From an optimization exercise on the open Yosys and OpenROAD flow, aimed at small area, a short achievable clock period and few clock cycles per item; shortcuts taken in it are not production practice. The RTL was checked by simulation tests, not by an equivalence proof against the original design. Power and IR drop assume default switching activity.

$ cat flow/config.mk
export PLATFORM = sky130hd
export DESIGN_NAME = alu_iter
export DESIGN_NICKNAME = alu_iter
export VERILOG_FILES = /design/flow/design.v
export SDC_FILE = /design/flow/constraint.sdc
export NUM_CORES = 4
export LEC_CHECK = 0
export CAP_MARGIN = 20
export CORE_MARGIN = 2
export CORE_UTILIZATION = 40
export SLEW_MARGIN = 20
$ cat flow/constraint.sdc
create_clock -name core_clock -period 8.0 [get_ports {clk}]
set_input_delay 1.6000 -clock core_clock [delete_from_list [all_inputs] [get_ports {clk}]]
set_output_delay 1.6000 -clock core_clock [all_outputs]
set_load 0.01 [all_outputs]
$ cat flow/design.v
package alu_pkg;
    localparam logic [1:0] ALUOP_ADD   = 2'b00;
    localparam logic [1:0] ALUOP_SUB   = 2'b01;
    localparam logic [1:0] ALUOP_RTYPE = 2'b10;
    localparam logic [1:0] ALUOP_ITYPE = 2'b11;
    localparam logic [6:0] F7_BASE   = 7'b0000000;
    localparam logic [6:0] F7_ALT    = 7'b0100000;
    localparam logic [6:0] F7_MULDIV = 7'b0000001;
    typedef enum logic [4:0] {
        OP_ADD, OP_SUB, OP_SLL, OP_SLT, OP_SLTU, OP_XOR, OP_SRL, OP_SRA,
        OP_OR, OP_AND, OP_MUL, OP_MULH, OP_MULHSU, OP_MULHU,
        OP_DIV, OP_DIVU, OP_REM, OP_REMU, OP_ILLEGAL
    } alu_op_e;
    typedef enum logic [1:0] {S_IDLE, S_BUSY, S_DONE} state_e;
    function automatic alu_op_e base_op(logic [2:0] f3, logic alt);
        case (f3)
            3'b000:  base_op = alu_pkg::OP_ADD;
            3'b001:  base_op = alu_pkg::OP_SLL;
            3'b010:  base_op = alu_pkg::OP_SLT;
            3'b011:  base_op = alu_pkg::OP_SLTU;
            3'b100:  base_op = alu_pkg::OP_XOR;
            3'b101:  base_op = alt ? alu_pkg::OP_SRA : alu_pkg::OP_SRL;
            3'b110:  base_op = alu_pkg::OP_OR;
            default: base_op = alu_pkg::OP_AND;
        endcase
    endfunction
    function automatic alu_op_e decode_op(logic [1:0] aluop, logic [2:0] f3,
                                          logic [6:0] f7, logic imm_sra);
        decode_op = alu_pkg::OP_ILLEGAL;
        case (aluop)
            alu_pkg::ALUOP_ADD:   decode_op = alu_pkg::OP_ADD;
            alu_pkg::ALUOP_SUB:   decode_op = alu_pkg::OP_SUB;
            alu_pkg::ALUOP_ITYPE: decode_op = base_op(f3, imm_sra);
            default: begin
                if (f7 == alu_pkg::F7_BASE) begin
                    decode_op = base_op(f3, 1'b0);
                end else if (f7 == alu_pkg::F7_ALT) begin
                    if (f3 == 3'b000)      decode_op = alu_pkg::OP_SUB;
                    else if (f3 == 3'b101) decode_op = alu_pkg::OP_SRA;
                end else if (f7 == alu_pkg::F7_MULDIV) begin
                    case (f3)
                        3'b000:  decode_op = alu_pkg::OP_MUL;
                        3'b001:  decode_op = alu_pkg::OP_MULH;
                        3'b010:  decode_op = alu_pkg::OP_MULHSU;
                        3'b011:  decode_op = alu_pkg::OP_MULHU;
                        3'b100:  decode_op = alu_pkg::OP_DIV;
                        3'b101:  decode_op = alu_pkg::OP_DIVU;
                        3'b110:  decode_op = alu_pkg::OP_REM;
                        default: decode_op = alu_pkg::OP_REMU;
                    endcase
                end
            end
        endcase
    endfunction
    function automatic logic is_mul(alu_op_e op);
        is_mul = (op == alu_pkg::OP_MUL) || (op == alu_pkg::OP_MULH) || (op == alu_pkg::OP_MULHSU) || (op == alu_pkg::OP_MULHU);
    endfunction
    function automatic logic is_div(alu_op_e op);
        is_div = (op == alu_pkg::OP_DIV) || (op == alu_pkg::OP_DIVU) || (op == alu_pkg::OP_REM) || (op == alu_pkg::OP_REMU);
    endfunction
endpackage
module alu_muldiv_iter #(
    parameter int XLEN = 32
) (
    input  logic            clk,
    input  logic            rst,
    input  logic            start_i,
    input  alu_pkg::alu_op_e op_i,
    input  logic [XLEN-1:0] a_i,
    input  logic [XLEN-1:0] b_i,
    output logic            done_o,
    output logic [XLEN-1:0] result_o
);
    localparam int CW = $clog2(XLEN);
    logic              run_q;
    logic [CW-1:0]     cnt_q;
    alu_pkg::alu_op_e           op_q;
    logic [2*XLEN-1:0] acc_q, acc_d;    
    logic [XLEN-1:0]   m_q;             
    logic              negq_q, negr_q;  
    logic            a_sgn, b_sgn;
    logic [XLEN-1:0] a_mag, b_mag;
    assign a_sgn = ((op_i == alu_pkg::OP_MULH) || (op_i == alu_pkg::OP_MULHSU) || (op_i == alu_pkg::OP_DIV) || (op_i == alu_pkg::OP_REM)) && a_i[XLEN-1];
    assign b_sgn = ((op_i == alu_pkg::OP_MULH) || (op_i == alu_pkg::OP_DIV) || (op_i == alu_pkg::OP_REM)) && b_i[XLEN-1];
    assign a_mag = a_sgn ? -a_i : a_i;
    assign b_mag = b_sgn ? -b_i : b_i;
    logic [XLEN:0]     mul_sum;
    logic [2*XLEN-1:0] mul_nx, prod;
    assign mul_sum = {1'b0, acc_q[2*XLEN-1:XLEN]} + (acc_q[0] ? {1'b0, m_q} : '0);
    assign mul_nx  = {mul_sum, acc_q[XLEN-1:1]};
    assign prod    = negq_q ? -mul_nx : mul_nx;
    logic [XLEN:0]   r_sh;
    logic            ge;
    logic [XLEN-1:0] rsub, r_nx, q_nx;
    assign r_sh = {acc_q[2*XLEN-1:XLEN], acc_q[XLEN-1]};
    assign ge   = r_sh >= {1'b0, m_q};
    assign rsub = r_sh[XLEN-1:0] - m_q;    
    assign r_nx = ge ? rsub : r_sh[XLEN-1:0];
    assign q_nx = {acc_q[XLEN-2:0], ge};
    assign acc_d  = alu_pkg::is_mul(op_q) ? mul_nx : {r_nx, q_nx};
    assign done_o = run_q && (cnt_q == '0);
    always_comb begin
        result_o = '0;
        case (op_q)
            alu_pkg::OP_MUL:                     result_o = prod[XLEN-1:0];
            alu_pkg::OP_MULH, alu_pkg::OP_MULHSU, alu_pkg::OP_MULHU: result_o = prod[2*XLEN-1:XLEN];
            alu_pkg::OP_DIV, alu_pkg::OP_DIVU:            result_o = negq_q ? -q_nx : q_nx;
            default:                    result_o = negr_q ? -r_nx : r_nx;
        endcase
    end
    always_ff @(posedge clk or posedge rst) begin
        if (rst) begin
            run_q  <= 1'b0;
            cnt_q  <= '0;
            op_q   <= alu_pkg::OP_ADD;
            acc_q  <= '0;
            m_q    <= '0;
            negq_q <= 1'b0;
            negr_q <= 1'b0;
        end else if (start_i) begin
            run_q  <= 1'b1;
            cnt_q  <= CW'(XLEN - 1);
            op_q   <= op_i;
            negq_q <= a_sgn ^ b_sgn;
            negr_q <= a_sgn;
            if (alu_pkg::is_mul(op_i)) begin
                acc_q <= {{XLEN{1'b0}}, b_mag};
                m_q   <= a_mag;
            end else begin
                acc_q <= {{XLEN{1'b0}}, a_mag};
                m_q   <= b_mag;
            end
        end else if (run_q) begin
            acc_q <= acc_d;
            if (cnt_q == '0) run_q <= 1'b0;
            else             cnt_q <= cnt_q - 1'b1;
        end
    end
endmodule
module alu_iter #(
    parameter int XLEN = 32
) (
    input  logic            clk,
    input  logic            rst,
    input  logic            in_valid,
    output logic            in_ready,
    input  logic [XLEN-1:0] read_data1,
    input  logic [XLEN-1:0] read_data2,
    input  logic [XLEN-1:0] imm,
    input  logic            ALUSrc,
    input  logic [1:0]      ALUOp,
    input  logic [2:0]      funct3,
    input  logic [6:0]      funct7,
    output logic            out_valid,
    input  logic            out_ready,
    output logic [XLEN-1:0] ALU_result,
    output logic            zero,
    output logic            illegal
);
    localparam int SHW = $clog2(XLEN);
    localparam int SRAI_BIT = (XLEN > 10) ? 10 : XLEN - 1;
    localparam logic [XLEN-1:0] MIN_NEG = {1'b1, {(XLEN-1){1'b0}}};
    alu_pkg::state_e          state_q;
    logic            out_valid_q, zero_q, illegal_q;
    logic [XLEN-1:0] result_q;
    logic [XLEN-1:0] op_a, op_b, quick_res, eng_res;
    logic [SHW-1:0]  shamt;
    alu_pkg::alu_op_e         op;
    logic            accept, b_zero, div_ovf, special, start, eng_done;
    assign op_a  = read_data1;
    assign op_b  = ALUSrc ? imm : read_data2;
    assign shamt = op_b[SHW-1:0];
    assign op    = alu_pkg::decode_op(ALUOp, funct3, funct7, imm[SRAI_BIT]);
    assign in_ready = (state_q == alu_pkg::S_IDLE) || ((state_q == alu_pkg::S_DONE) && out_ready);
    assign accept       = in_valid && in_ready;
    assign b_zero  = (op_b == '0);
    assign div_ovf = (op == alu_pkg::OP_DIV || op == alu_pkg::OP_REM) && (op_a == MIN_NEG) && (op_b == '1);
    assign special = alu_pkg::is_div(op) && (b_zero || div_ovf);
    assign start   = accept && (alu_pkg::is_mul(op) || alu_pkg::is_div(op)) && !special;
    always_comb begin
        quick_res = '0;
        case (op)
            alu_pkg::OP_ADD:          quick_res = op_a + op_b;
            alu_pkg::OP_SUB:          quick_res = op_a - op_b;
            alu_pkg::OP_SLL:          quick_res = op_a << shamt;
            alu_pkg::OP_SLT:          quick_res = {{(XLEN-1){1'b0}}, $signed(op_a) < $signed(op_b)};
            alu_pkg::OP_SLTU:         quick_res = {{(XLEN-1){1'b0}}, op_a < op_b};
            alu_pkg::OP_XOR:          quick_res = op_a ^ op_b;
            alu_pkg::OP_SRL:          quick_res = op_a >> shamt;
            alu_pkg::OP_SRA:          quick_res = $unsigned($signed(op_a) >>> shamt);
            alu_pkg::OP_OR:           quick_res = op_a | op_b;
            alu_pkg::OP_AND:          quick_res = op_a & op_b;
            alu_pkg::OP_DIV, alu_pkg::OP_DIVU: quick_res = b_zero ? '1 : op_a;
            alu_pkg::OP_REM, alu_pkg::OP_REMU: quick_res = b_zero ? op_a : '0;
            default:         quick_res = '0;
        endcase
    end
    alu_muldiv_iter #(.XLEN(XLEN)) u_muldiv (
        .clk      (clk),
        .rst      (rst),
        .start_i  (start),
        .op_i     (op),
        .a_i      (op_a),
        .b_i      (op_b),
        .done_o   (eng_done),
        .result_o (eng_res)
    );
    always_ff @(posedge clk or posedge rst) begin
        if (rst) begin
            state_q     <= alu_pkg::S_IDLE;
            out_valid_q <= 1'b0;
            result_q    <= '0;
            zero_q      <= 1'b1;
            illegal_q   <= 1'b0;
        end else begin
            case (state_q)
                alu_pkg::S_IDLE, alu_pkg::S_DONE: begin
                    if (accept) begin
                        if (start) begin
                            state_q     <= alu_pkg::S_BUSY;
                            out_valid_q <= 1'b0;
                        end else begin
                            state_q     <= alu_pkg::S_DONE;
                            out_valid_q <= 1'b1;
                            result_q    <= quick_res;
                            zero_q      <= (quick_res == '0);
                            illegal_q   <= (op == alu_pkg::OP_ILLEGAL);
                        end
                    end else if ((state_q == alu_pkg::S_DONE) && out_ready) begin
                        state_q     <= alu_pkg::S_IDLE;
                        out_valid_q <= 1'b0;
                    end
                end
                alu_pkg::S_BUSY: begin
                    if (eng_done) begin
                        state_q     <= alu_pkg::S_DONE;
                        out_valid_q <= 1'b1;
                        result_q    <= eng_res;
                        zero_q      <= (eng_res == '0);
                        illegal_q   <= 1'b0;
                    end
                end
                default: begin
                    state_q     <= alu_pkg::S_IDLE;
                    out_valid_q <= 1'b0;
                end
            endcase
        end
    end
    assign out_valid  = out_valid_q;
    assign ALU_result = result_q;
    assign zero       = zero_q;
    assign illegal    = illegal_q;
endmodule
$ cat flow/run.sh
#!/bin/bash
# synth_recipe.tcl (not shown) runs the flow's synth.tcl, then flattens the netlist and writes it again
# the make line also repeats each setting of config.mk as NAME=value (left out here)
make -C /OpenROAD-flow-scripts/flow DESIGN_CONFIG=/design/flow/config.mk WORK_HOME=/design/flow/orfs CLKGATE_MAP_FILE= SYNTH_SCRIPT=/design/flow/synth_recipe.tcl finish
==> summary.txt <==
status=no timing/DRC/antenna violations; min-delay src=u_muldiv.m_q[28]; Reg power frac=between 10% and 20%; Power Dens Cells=371 nW/µm²; slew margin rel.=between 20% and 30%; Core Area=approximately 67,000 µm²; worst min-delay path class=reg2reg; worst reg2reg startpoint=u_muldiv.acc_q[32]; cells after synthesis=3,918; Antenna Nets Post-Route=0; crit path launch=ALUSrc; via/cell ratio=roughly 6.7; setup bufs post-CTS=0; sw frac=between 50% and 60%; Crit. End Element=flip-flop; Worst Skew=15.2 ps; prevailing post-synth register cell=dfrtp_1; TNS Setup=0 ps; Chip Height=between 200 and 300 µm; Layout area overhead=11.5%; WL/cell=between 20 and 30 µm; Clock Sink Count=145; flops & latches, synth=between 100 and 150; routed wire length=~130 mm; CP Capture Point=zero_q; Placement Cell Area=29,600 µm²; Final period util=just over 80%; Final nets=between 4,000 and 5,000; Resized Gates After CTS=0; Worst Path Required=between 8000 and 9000 ps; drt first pass iters=10; Max-Cap Viols=0; H-tree depth=4; max-slew violations=0; CP Launch Type=input pin; Die X=about 260 µm; sequential share of the synthesized area=a little over an eighth; port bufs=around 150; post-route cell area=about 30,000 µm²; Net Count, Synth=4,204; Die ar.=69,900 µm²; Async SR Flop Fraction=100%; CTS Buffer Depth=2; Comb pwr share=78.0%; share of post-route cells with drive strength above 1=between 7 and 8%; via count=approximately 32,000; Max Fclk=around 150 MHz; row count=95; Clk pwr share=7.7%; Iteration-0 DRC Markers=approximately 4,300; reg2reg end=zero_q; Mapped Avg Cell Area=6.93 µm²; peak supply drop=around 0.20 mV; initial core utilization=between 40% and 50%; hold_buf cts=0; FF-to-FF path depth=20; vias in the first global route=29,800; P_int=~4700 µW; CP max FO=37; CP Class=in2reg; Yosys cell types=100; Final min period=between 6000 and 7000 ps; WP data arrival=between 7000 and 8000 ps; cell leakage power=0.0122 µW; setup slack, reg-to-reg=1470 ps; P_sw=around 6500 µW; first-pass GRT wire length=about 190 mm; io pins=149; number of synthesized flops with an enable pin=0; top cells by area, synth=dfrtp_1, ha_1, nand2_1, o21ai_0, a21oi_1; Synth warnings=2; Synth top area share=around an eighth; RePlAce Congestion=about 1.1; Reg clk slew, reported paths=around 70 ps; filler cell count=~7,000; top-count cell post-synth=nand2_1; CTS tree=done; largest net degree at the start of global routing=110; CTS Buf Count=17; final setup violating endpoints=0; Congestion Overflow GR=0; DR DRC count=0; total power=approximately 11,000 µW; Slew @ Worst Pin=between 1000 and 1500 ps; final hold vios=0; GR Util All Layers=a little over a third; leading area contributor after synthesis=dfrtp_1; commonest cells in the netlist=nand2_1, nor2_1, o21ai_0, a21oi_1, clkbuf_1; DP HPWL=102 mm; initial antenna violation count=5; clock insertion delay at the later pin of the skew report=roughly 470 ps; RSZ-0062 raised after global routing=false; synthesized area=approximately 27,000 µm²; Root Buffer=clkbuf_16
-- cell type report --
cell class | instances | area, µm² | area share (%)
antenna | 4 | 10.0 | 0.0331
clock buffer | 17 | 425 | 1.41
clock inverter | 15 | 186 | 0.616
inverter | 163 | 617 | 2.04
multi-input combinational | 3289 | 21900 | 72.2
sequential | 145 | 3630 | 12.0
tap | 873 | 1090 | 3.61
timing repair buffer | 271 | 2440 | 8.06
-- sequential cells by signal (all words and copies together), names as in the netlist --
register	cells
u_muldiv.acc_q	64
result_q	32
u_muldiv.m_q	32
u_muldiv.cnt_q	5
u_muldiv.op_q	5
state_q	2
illegal_q	1
u_muldiv.negq_q	1
u_muldiv.negr_q	1
u_muldiv.run_q	1
zero_q	1
-- power by group through the flow --
stage                     sequential (µW)  combinational, µW  clock [µW]
after CTS                            1590               8500         874
after detailed placement             1600               8440           0
after global routing                 1660               9490         902
after global placement               1600               8410           0
after floorplan                      1350               6130           0
final                                1610               8750         868
-- kinds of logic (layout without fill, tap and decap cells) --
logic type / Yosys count / in the layout / synth area share, %
buffers and inverters: 484 / 466 / 6.81
adder cells (fa/ha/maj): 173 / 173 / 8.09
multiplexers: 193 / 193 / 9.21
flip-flops: 145 / 145 / 13.4
other: 0 / 4 / 0
AND/OR/NAND/NOR: 1401 / 1401 / 24.5
AO/OA/AOI/OAI: 1284 / 1284 / 30.4
XOR/XNOR: 238 / 238 / 7.68
-- placed cells by master, fill, tap and decap left out, types with 52 or more instances in the layout --
cell type | Yosys | final
dfrtp_1 | 144 | 142
o31ai_1 | 52 | 52
xnor2_1 | 157 | 157
nor2_1 | 350 | 348
a21oi_1 | 319 | 316
a31oi_1 | 58 | 58
nand2_1 | 490 | 489
mux2i_1 | 136 | 131
clkdlybuf4s50_1 | 0 | 147
nand4_1 | 62 | 62
nand3_1 | 110 | 109
xor2_1 | 81 | 81
o21ai_0 | 332 | 331
ha_1 | 169 | 169
nor3_1 | 89 | 89
inv_1 | 158 | 156
o211ai_1 | 103 | 103
buf_4 | 1 | 121
-- metrics by stage --
stage / setup slack, ps / hold WS (ps) / util [%] / instances
3_3_place_gp: 1190 / 462 / 44.1 / 4741
2_1_floorplan: 984 / 450 / - / 3918
5_1_grt: 1100 / 522 / 45.0 / 4773
3_5_place_dp: 1150 / 472 / 44.1 / 4741
6_report: 1350 / 483 / 45.1 / 4777
4_1_cts: 1620 / 489 / 45.0 / 4773
-- worst max-delay path, stage by stage --
cell	delay (ps)
buf_4	500
mux2i_4	580
clkinv_1	220
ha_1	260
fa_1	420
o21ba_2	230
nor4_1	430
o311a_1	300
nor3_1	120
o211ai_1	260
and4_1	220
a21oi_1	50
xnor2_1	130
a2111oi_0	760
nand4_1	160
nor4_1	280
buf_4	180
nand2_1	60
o22ai_1	140
a31o_1	130
-- routing by layer --
metal	wire length [µm]	GRT usage [%]	up-vias
li1	-	-	14400
met2	57300	56.9	1885
met3	12300	5.44	436
met5	21	0	-
met4	9720	23.2	4
met1	50700	46.0	15100
-- worst min-delay path by stage --
stage / to / slack (ps) / cells past startpoint
floorplan: u_muldiv.m_q[20] / 450 / 2
global placement: u_muldiv.m_q[23] / 460 / 2
detailed placement: u_muldiv.m_q[28] / 470 / 2
CTS: u_muldiv.m_q[28] / 490 / 2
global route: u_muldiv.m_q[25] / 520 / 2
finish: u_muldiv.m_q[28] / 480 / 2
Testbench counts, summed over its fixed seeds: cycles 142,728, items 16,000.

-- separate check: timing with driven ports --
The flow's constraints put no driver on any port. The routed layout listed below was extracted and timed again, unchanged, in two steps. Step 1, drivers: a clkbuf_16 drives clk and a buf_2 each remaining input, both assumed. Step 2 times the ports against the registers' clock, not the clock port: input delays grow and output delays shrink by t, the midpoint of the rising clock arrivals with the driver on. Slacks: no drivers / after step 1 / after step 2; pairs: no drivers / after step 1.
t (ns): 0.524
slack for setup (ns): 1.347 / 1.384 / 0.860
worst setup path after step 2: input to register
clock arrival spread, ns: 0.015 / 0.015
worst slew at a driven data input, ns: 0.08
After both steps setup and hold are still met in this run. The setup slack of this run moves by +0.037 ns with the drivers and by -0.487 ns with both steps.
